What follows belongs to an exercise in optimizing a design on an open flow for small area and few clock cycles per item; a production flow would make more cautious choices. The RTL was checked by simulation tests, not by an equivalence proof against the original design.

Setup of JK:
// epoch_seconds_calendar_converter
module epoch_seconds_calendar_converter (
  input  logic        clk,
  input  logic        rst_n,
  input  logic        in_valid,
  output logic        in_ready,
  input  logic        in_op,
  input  logic [31:0] in_epoch_seconds,
  input  logic [7:0]  in_year,
  input  logic [3:0]  in_month,
  input  logic [4:0]  in_day,
  input  logic [4:0]  in_hour,
  input  logic [5:0]  in_minute,
  input  logic [5:0]  in_second,
  output logic        out_valid,
  input  logic        out_ready,
  output logic [31:0] res_seconds,
  output logic [7:0]  res_year,
  output logic [3:0]  res_month,
  output logic [4:0]  res_day,
  output logic [4:0]  res_hour,
  output logic [5:0]  res_minute,
  output logic [5:0]  res_second,
  output logic [1:0]  status
);
  logic [2:0] valid_r;    
  logic       en;
  assign en       = !valid_r[2] || out_ready;
  assign in_ready = en;
  always_ff @(posedge clk) begin
    if (!rst_n) begin
      valid_r <= 3'b000;
    end else if (en) begin
      valid_r <= {valid_r[1:0], in_valid};
    end
  end
  assign out_valid = valid_r[2];
  escc_dpath u_dp (
    .clk           (clk),
    .en            (en),
    .op            (in_op),
    .epoch_seconds (in_epoch_seconds),
    .year          (in_year),
    .month         (in_month),
    .day           (in_day),
    .hour          (in_hour),
    .minute        (in_minute),
    .second        (in_second),
    .res_seconds   (res_seconds),
    .res_year      (res_year),
    .res_month     (res_month),
    .res_day       (res_day),
    .res_hour      (res_hour),
    .res_minute    (res_minute),
    .res_second    (res_second),
    .status        (status)
  );
endmodule
export LEC_CHECK = 0
export CAP_MARGIN = 20
export CORE_MARGIN = 2
export CORE_UTILIZATION = 40
export CTS_BUF_LIST = sky130_fd_sc_hd__clkbuf_4
export SLEW_MARGIN = 20
create_clock -name core_clock -period 8.0 [get_ports {clk}]
standard.sh (not shown) runs the stock make flow with config.mk's settings and CLKGATE_MAP_FILE= SYNTH_SCRIPT=/design/flow/synth_recipe.tcl, a recipe that flattens the netlist after the stock synthesis.
==> flow/flow/run.sh <==
#!/bin/bash
# The standard layout (bash standard.sh) with these changes:
#  - synthesis skips the ABC pass inside Yosys's generic synth script (SYNTH_ARGS=-noabc),
#    so the full adders that extract_fa finds keep the polarity the RTL gives them
#    (the final technology mapping by ABC still runs);
#  - the port buffers that global placement inserts are sky130_fd_sc_hd__buf_1;
#  - clock tree synthesis uses sky130_fd_sc_hd__clkbuf_4 and adds no dummy loads.
# Each step's full output goes to its own log file here; ORFS keeps its per-step logs
# under orfs/logs/.
set -euo pipefail
export BUFFER_PORTS_ARGS="-buffer_cell sky130_fd_sc_hd__buf_1"
export CTS_ARGS="-sink_clustering_enable -repair_clock_nets -buf_list sky130_fd_sc_hd__clkbuf_4 -dont_use_dummy_load"
bash standard.sh "SYNTH_ARGS=-noabc" synth > synth.log 2>&1
bash standard.sh "SYNTH_ARGS=-noabc" "BUFFER_PORTS_ARGS=$BUFFER_PORTS_ARGS" "CTS_ARGS=$CTS_ARGS" \
  finish > layout.log 2>&1
Testbench counts of JK, summed over its fixed seeds: cycles 3,224, items 3,200.
Here is what was changed in the inputs of MS compared with JK.
Settings: CTS_BUF_LIST now sky130_fd_sc_hd__clkbuf_8, was sky130_fd_sc_hd__clkbuf_4.
diff --git a/flow/flow/run.sh b/flow/flow/run.sh
--- a/flow/flow/run.sh
+++ b/flow/flow/run.sh
@@ -6,3 +6,3 @@
 #  - the port buffers that global placement inserts are sky130_fd_sc_hd__buf_1;
-#  - clock tree synthesis uses sky130_fd_sc_hd__clkbuf_4 and adds no dummy loads.
+#  - clock tree synthesis uses sky130_fd_sc_hd__clkbuf_8 and adds no dummy loads.
 # Each step's full output goes to its own log file here; ORFS keeps its per-step logs
@@ -11,3 +11,3 @@
 export BUFFER_PORTS_ARGS="-buffer_cell sky130_fd_sc_hd__buf_1"
-export CTS_ARGS="-sink_clustering_enable -repair_clock_nets -buf_list sky130_fd_sc_hd__clkbuf_4 -dont_use_dummy_load"
+export CTS_ARGS="-sink_clustering_enable -repair_clock_nets -buf_list sky130_fd_sc_hd__clkbuf_8 -dont_use_dummy_load"
 bash standard.sh "SYNTH_ARGS=-noabc" synth > synth.log 2>&1
[summary]
From JK to MS the numbers moved as follows: share of flip-flops with an asynchronous set or reset now sits at about the same level; setup slack now sits higher; final critical delay including setup and external delays now sits lower; via count of the routed design now sits lower.
Actual transition at the worst max-transition pin of JK is on par with MS.

epoch_seconds_calendar_converter, a different RTL version from the one above (not shown whole).
Size: ~1200 cells after synthesis, ~110 flip-flops.
==> flow/design.v (excerpt) <==
module epoch_seconds_calendar_converter (
  input  logic        clk,
  input  logic        rst_n,
  input  logic        in_valid,
  output logic        in_ready,
  input  logic        in_op,
  input  logic [31:0] in_epoch_seconds,
  input  logic [7:0]  in_year,
  input  logic [3:0]  in_month,
  input  logic [4:0]  in_day,
  input  logic [4:0]  in_hour,
  input  logic [5:0]  in_minute,
  input  logic [5:0]  in_second,
  output logic        out_valid,
  input  logic        out_ready,
  output logic [31:0] res_seconds,
  output logic [7:0]  res_year,
  output logic [3:0]  res_month,
  output logic [4:0]  res_day,
  output logic [4:0]  res_hour,
  output logic [5:0]  res_minute,
  output logic [5:0]  res_second,
  output logic [1:0]  status
);
clock: 8.0 ns
lec_check: 0
cap_margin: 20
core_margin: 2
core_utilization: 40
cts_buf_list: sky130_fd_sc_hd__clkbuf_8
slew_margin: 20
==> flow/flow/run.sh <==
#!/bin/bash
# The standard layout (bash standard.sh) with these changes:
#  - synthesis skips the ABC pass inside Yosys's generic synth script (SYNTH_ARGS=-noabc),
#    so the full adders that extract_fa finds keep the polarity the RTL gives them
#    (the final technology mapping by ABC still runs);
#  - the port buffers that global placement inserts are sky130_fd_sc_hd__buf_1;
#  - clock tree synthesis uses sky130_fd_sc_hd__clkbuf_8 and adds no dummy loads.
# Each step's full output goes to its own log file here; ORFS keeps its per-step logs
# under orfs/logs/.
set -euo pipefail
export BUFFER_PORTS_ARGS="-buffer_cell sky130_fd_sc_hd__buf_1"
export CTS_ARGS="-sink_clustering_enable -repair_clock_nets -buf_list sky130_fd_sc_hd__clkbuf_8 -dont_use_dummy_load"
bash standard.sh "SYNTH_ARGS=-noabc" synth > synth.log 2>&1
bash standard.sh "SYNTH_ARGS=-noabc" "BUFFER_PORTS_ARGS=$BUFFER_PORTS_ARGS" "CTS_ARGS=$CTS_ARGS" \
  finish > layout.log 2>&1
Testbench counts at the start, summed over its fixed seeds: cycles 3,224, items 3,200.
Edit:
--- a/flow/flow/run.sh
+++ b/flow/flow/run.sh
@@ -6,3 +6,3 @@
 #  - the port buffers that global placement inserts are sky130_fd_sc_hd__buf_1;
-#  - clock tree synthesis uses sky130_fd_sc_hd__clkbuf_8 and adds no dummy loads.
+#  - clock tree synthesis uses sky130_fd_sc_hd__clkbuf_4 and adds no dummy loads.
 # Each step's full output goes to its own log file here; ORFS keeps its per-step logs
@@ -11,3 +11,3 @@
 export BUFFER_PORTS_ARGS="-buffer_cell sky130_fd_sc_hd__buf_1"
-export CTS_ARGS="-sink_clustering_enable -repair_clock_nets -buf_list sky130_fd_sc_hd__clkbuf_8 -dont_use_dummy_load"
+export CTS_ARGS="-sink_clustering_enable -repair_clock_nets -buf_list sky130_fd_sc_hd__clkbuf_4 -dont_use_dummy_load"
 bash standard.sh "SYNTH_ARGS=-noabc" synth > synth.log 2>&1
--- a/flow/config.mk
+++ b/flow/config.mk
@@ -10,3 +10,3 @@
 export CORE_UTILIZATION = 40
-export CTS_BUF_LIST = sky130_fd_sc_hd__clkbuf_8
+export CTS_BUF_LIST = sky130_fd_sc_hd__clkbuf_4
 export SLEW_MARGIN = 20
Hold slack is better by 4.4 ps.
Count of clock-buffer cells in the layout does not change.
Fmax goes down by 1.3%.
Utilization went down by 0.24 points.

-- port drivers added, routing unchanged --
How much do the figures lean on ideal ports? The routed layouts below were timed once more, with nothing changed but the port constraints. Step 1, drivers: a clkbuf_16 drives clk and a buf_2 each remaining input, both assumed. Step 2 times the ports against the registers' clock, not the clock port: input delays grow and output delays shrink by t, the midpoint of the rising clock arrivals with the driver on. Slacks: ideal ports / drivers / drivers and shift; pairs: ideal ports / drivers.
run | shift t [ns] | slack for setup (ns) | worst setup path after step 2 | slew at the worst register clock pin (ns) | worst slew at a driven data input, ns
JK | 0.569 | 0.312 / 0.312 / 0.312 | register to register | 0.12 / 0.12 | 0.03
MS | 0.483 | 0.324 / 0.324 / 0.324 | register to register | 0.07 / 0.07 | 0.03
the first run of note 2 | 0.487 | 0.654 / 0.609 / 0.681 | register to register | 0.07 / 0.07 | 0.03
the second run of note 2 | 0.576 | 0.559 / 0.513 / 0.656 | register to register | 0.12 / 0.12 | 0.03
After both steps setup and hold are still met in every run listed.
